Background: an optimization exercise with open tools, aiming at small area, a short achievable clock period and few clock cycles per item. Do not read the settings as production practice. Only simulation tests tie the RTL to the original design; equivalence was not proved.

Setup of ember:
==> flow/design.v (excerpt) <==
module anubis_round_engine #(
    parameter int ROUNDS = 12,
    parameter int IDXW   = 5
) (
    input  logic            clk,
    input  logic            reset,
    input  logic            in_valid,
    output logic            in_ready,
    input  logic [127:0]    in_dat,
    output logic [IDXW-1:0] rk_idx,
    input  logic [127:0]    rk_dat,
    output logic            out_valid,
    input  logic            out_ready,
    output logic [127:0]    out_dat
);
    localparam logic [63:0] PTAB = 64'h128769adcb450ef3;
    localparam logic [63:0] QTAB = 64'h81b7d40fc32a65e9;
    function automatic logic [3:0] pbox(input logic [3:0] x);
        pbox = PTAB[4*x +: 4];
    endfunction
    function automatic logic [3:0] qbox(input logic [3:0] x);
        qbox = QTAB[4*x +: 4];
    endfunction
    function automatic logic [7:0] sbox_front(input logic [7:0] x);
        logic [7:0] a, b;
        a          = {pbox(x[7:4]), qbox(x[3:0])};
        a          = {a[7:6], a[3:2], a[5:4], a[1:0]};
        b          = {qbox(a[7:4]), pbox(a[3:0])};
        sbox_front = {b[7:6], b[3:2], b[5:4], b[1:0]};
    endfunction
    function automatic logic [7:0] sbox_back(input logic [7:0] b);
        sbox_back = {pbox(b[7:4]), qbox(b[3:0])};
    endfunction
    function automatic logic [7:0] x2(input logic [7:0] x);
        x2 = {x[6:0], 1'b0} ^ (x[7] ? 8'h1d : 8'h00);
    endfunction
  ...
Size: ~400 I/O pins.
export LEC_CHECK = 0
export CAP_MARGIN = 20
export CORE_MARGIN = 2
export CORE_UTILIZATION = 50
export CTS_BUF_LIST = sky130_fd_sc_hd__clkbuf_16 sky130_fd_sc_hd__clkbuf_8
export CTS_CLUSTER_DIAMETER = 80
export CTS_CLUSTER_SIZE = 30
export GPL_TIMING_DRIVEN = 1
export PLACE_DENSITY = 0.6
export SETUP_SLACK_MARGIN = 4.15
export SLEW_MARGIN = 20
create_clock -name core_clock -period 7.0 [get_ports {clk}]
standard.sh (not shown) runs the stock make flow with config.mk's settings and CLKGATE_MAP_FILE= SYNTH_SCRIPT=/design/flow/synth_recipe.tcl, a recipe that flattens the netlist after the stock synthesis.
==> flow/flow/run.sh <==
#!/bin/bash
# Standard synthesis, then the combinational logic re-mapped by ABC for area
# (flip-flops untouched), then the standard layout from floorplan on, with
# small input-port buffers and stronger output-port buffers.
set -euo pipefail
WORK=$(pwd)
R=$WORK/orfs/results/$FLOW_PLATFORM/anubis_round_engine/base
YOSYS=$(command -v yosys || echo "$FLOW_HOME/../tools/install/yosys/bin/yosys")
bash standard.sh synth > synth_std.log 2>&1
cp "$R/1_2_yosys.v" "$WORK/std_synth.v"
PLATFORM_LIB=$FLOW_HOME/platforms/sky130hd/lib/sky130_fd_sc_hd__tt_025C_1v80.lib \
NET_IN=$WORK/std_synth.v NET_OUT=$WORK/remap.v ABC_ARGS="-D 2000" \
    "$YOSYS" -c flow/remap.tcl > remap.log 2>&1
cp "$WORK/remap.v" "$R/1_2_yosys.v"
rm -f "$R/1_synth.odb" "$R/1_synth.sdc"
export PRE_RESIZE_TCL=$WORK/flow/outbuf.tcl
bash standard.sh BUFFER_PORTS_ARGS="-inputs -buffer_cell sky130_fd_sc_hd__buf_1" finish > layout.log 2>&1
==> flow/flow/outbuf.tcl <==
# Buffer the output ports with a stronger buffer than the input ports get.
buffer_ports -outputs -buffer_cell sky130_fd_sc_hd__buf_2
==> flow/flow/remap.tcl <==
# Re-map the combinational logic of the standard synthesis netlist for area.
# Flip-flops stay the instances (names and cell types) the standard synthesis made.
yosys -import
set LIB $::env(PLATFORM_LIB)
read_liberty -ignore_miss_func -ignore_miss_dir $LIB
read_verilog $::env(NET_IN)
hierarchy -top $::env(FLOW_TOP)
blackbox sky130_fd_sc_hd__df* sky130_fd_sc_hd__edf* sky130_fd_sc_hd__sdf* sky130_fd_sc_hd__dl* sky130_fd_sc_hd__sedf* sky130_fd_sc_hd__conb_1
flatten
opt -purge
abc {*}$::env(ABC_ARGS) -liberty $LIB -dont_use sky130_fd_sc_hd__probe_p_8 -dont_use sky130_fd_sc_hd__probec_p_8 -dont_use sky130_fd_sc_hd__lpflow_*
opt_clean -purge
hilomap -singleton -hicell sky130_fd_sc_hd__conb_1 HI -locell sky130_fd_sc_hd__conb_1 LO
splitnets
opt_clean -purge
stat -liberty $LIB

write_verilog -noattr -nohex -nodec $::env(NET_OUT)
Testbench counts of ember, summed over its fixed seeds: cycles 6,680, items 512.
--- input diff ember..maple ---
diff --git a/flow/flow/run.sh b/flow/flow/run.sh
--- a/flow/flow/run.sh
+++ b/flow/flow/run.sh
@@ -11,3 +11,3 @@
 PLATFORM_LIB=$FLOW_HOME/platforms/sky130hd/lib/sky130_fd_sc_hd__tt_025C_1v80.lib \
-NET_IN=$WORK/std_synth.v NET_OUT=$WORK/remap.v ABC_ARGS="-D 2000" \
+NET_IN=$WORK/std_synth.v NET_OUT=$WORK/remap.v A_SCRIPT=$WORK/flow/stage.abc B_SCRIPT=$WORK/flow/stage.abc \
     "$YOSYS" -c flow/remap.tcl > remap.log 2>&1
==> flow/flow/outbuf.tcl <==
# Buffer the output ports with a stronger buffer than the input ports get.
buffer_ports -outputs -buffer_cell sky130_fd_sc_hd__buf_2
# Let repair_design split the high-fanout control nets into buffer trees.
set_max_fanout 20 [current_design]
diff --git a/flow/flow/remap.tcl b/flow/flow/remap.tcl
--- a/flow/flow/remap.tcl
+++ b/flow/flow/remap.tcl
@@ -1,3 +1,5 @@
-# Re-map the combinational logic of the standard synthesis netlist for area.
+# Re-map the combinational logic of the standard synthesis netlist.
 # Flip-flops stay the instances (names and cell types) the standard synthesis made.
+# The logic in front of ra (stage B) and rb (stage A) is mapped with its own
+# ABC script, the rest (control) with yosys's default script.
 yosys -import
@@ -10,3 +12,13 @@
 opt -purge
-abc {*}$::env(ABC_ARGS) -liberty $LIB -dont_use sky130_fd_sc_hd__probe_p_8 -dont_use sky130_fd_sc_hd__probec_p_8 -dont_use sky130_fd_sc_hd__lpflow_*
+set DU "-dont_use sky130_fd_sc_hd__probe_p_8 -dont_use sky130_fd_sc_hd__probec_p_8 -dont_use sky130_fd_sc_hd__lpflow_*"
+set FF "sky130_fd_sc_hd__edfxtp_1,sky130_fd_sc_hd__dfxtp_1"
+select -set bd {c:ra*} {%ci:+[D]}
+select -set bcone @bd %ci*:-$FF
+abc -script $::env(B_SCRIPT) -liberty $LIB {*}$DU @bcone {t:$_*} %i
+select -clear
+select -set ad {c:rb*} {%ci:+[D]}
+select -set acone @ad %ci*:-$FF
+abc -script $::env(A_SCRIPT) -liberty $LIB {*}$DU @acone {t:$_*} %i
+select -clear
+abc -liberty $LIB {*}$DU
 opt_clean -purge
@@ -16,3 +28,2 @@
 stat -liberty $LIB
-
 write_verilog -noattr -nohex -nodec $::env(NET_OUT)
==> flow/flow/stage.abc (new file) <==
strash; &get -n; &fraig -x; &put; scorr; dc2; strash; &get -n; &dch -f; &nf; &put; topo; stime
diff --git a/flow/config.mk b/flow/config.mk
--- a/flow/config.mk
+++ b/flow/config.mk
@@ -10,6 +10,5 @@
 export CORE_UTILIZATION = 50
-export CTS_BUF_LIST = sky130_fd_sc_hd__clkbuf_16 sky130_fd_sc_hd__clkbuf_8
-export CTS_CLUSTER_DIAMETER = 80
-export CTS_CLUSTER_SIZE = 30
-export GPL_TIMING_DRIVEN = 1
+export CTS_BUF_LIST = sky130_fd_sc_hd__clkbuf_16
+export CTS_CLUSTER_DIAMETER = 120
+export CTS_CLUSTER_SIZE = 24
 export PLACE_DENSITY = 0.6
--- outcome ---
[compare] base=ember new=maple: number of global-route vias before repair now larger.
Compared with ember, maple degrades maximum frequency.
Core utilization for maple is lower than for ember.
maple against ember: average wire per standard cell rose about 3.8%; cell area rose 0.45%.

==> afterwards: timing with drivers on the ports <==
In the flow no input, the clock included, has a driving cell. The finished layouts below were timed again as built, in two steps. Step 1 (the two cells are an assumption about what drives the block):
set clk [get_ports {clk}]
set_driving_cell -lib_cell sky130_fd_sc_hd__clkbuf_16 $clk
set_driving_cell -lib_cell sky130_fd_sc_hd__buf_2 [delete_from_list [all_inputs] $clk]
Step 2 also shifts input and output timing later by t, the mid clock arrival at the registers, as if the neighbouring blocks saw the same clock. Slacks: ideal / step 1 / step 2; pairs: ideal / step 1.
| run | shift t [ns] | setup slack, ns | clock arrival spread, ns | worst data-port slew with drivers (ns) | pins driven straight from the clock port |
|---|---|---|---|---|---|
| ember | 0.627 | 4.212 / 4.149 / 3.676 | 0.043 / 0.043 | 0.06 | 1 |
| maple | 0.573 | 4.194 / 4.131 / 3.694 | 0.016 / 0.016 | 0.04 | 1 |
After both steps every run listed still meets setup and hold. The setup slack of ember, which loses most, moves by -0.063 ns with the drivers and by -0.536 ns with both steps.
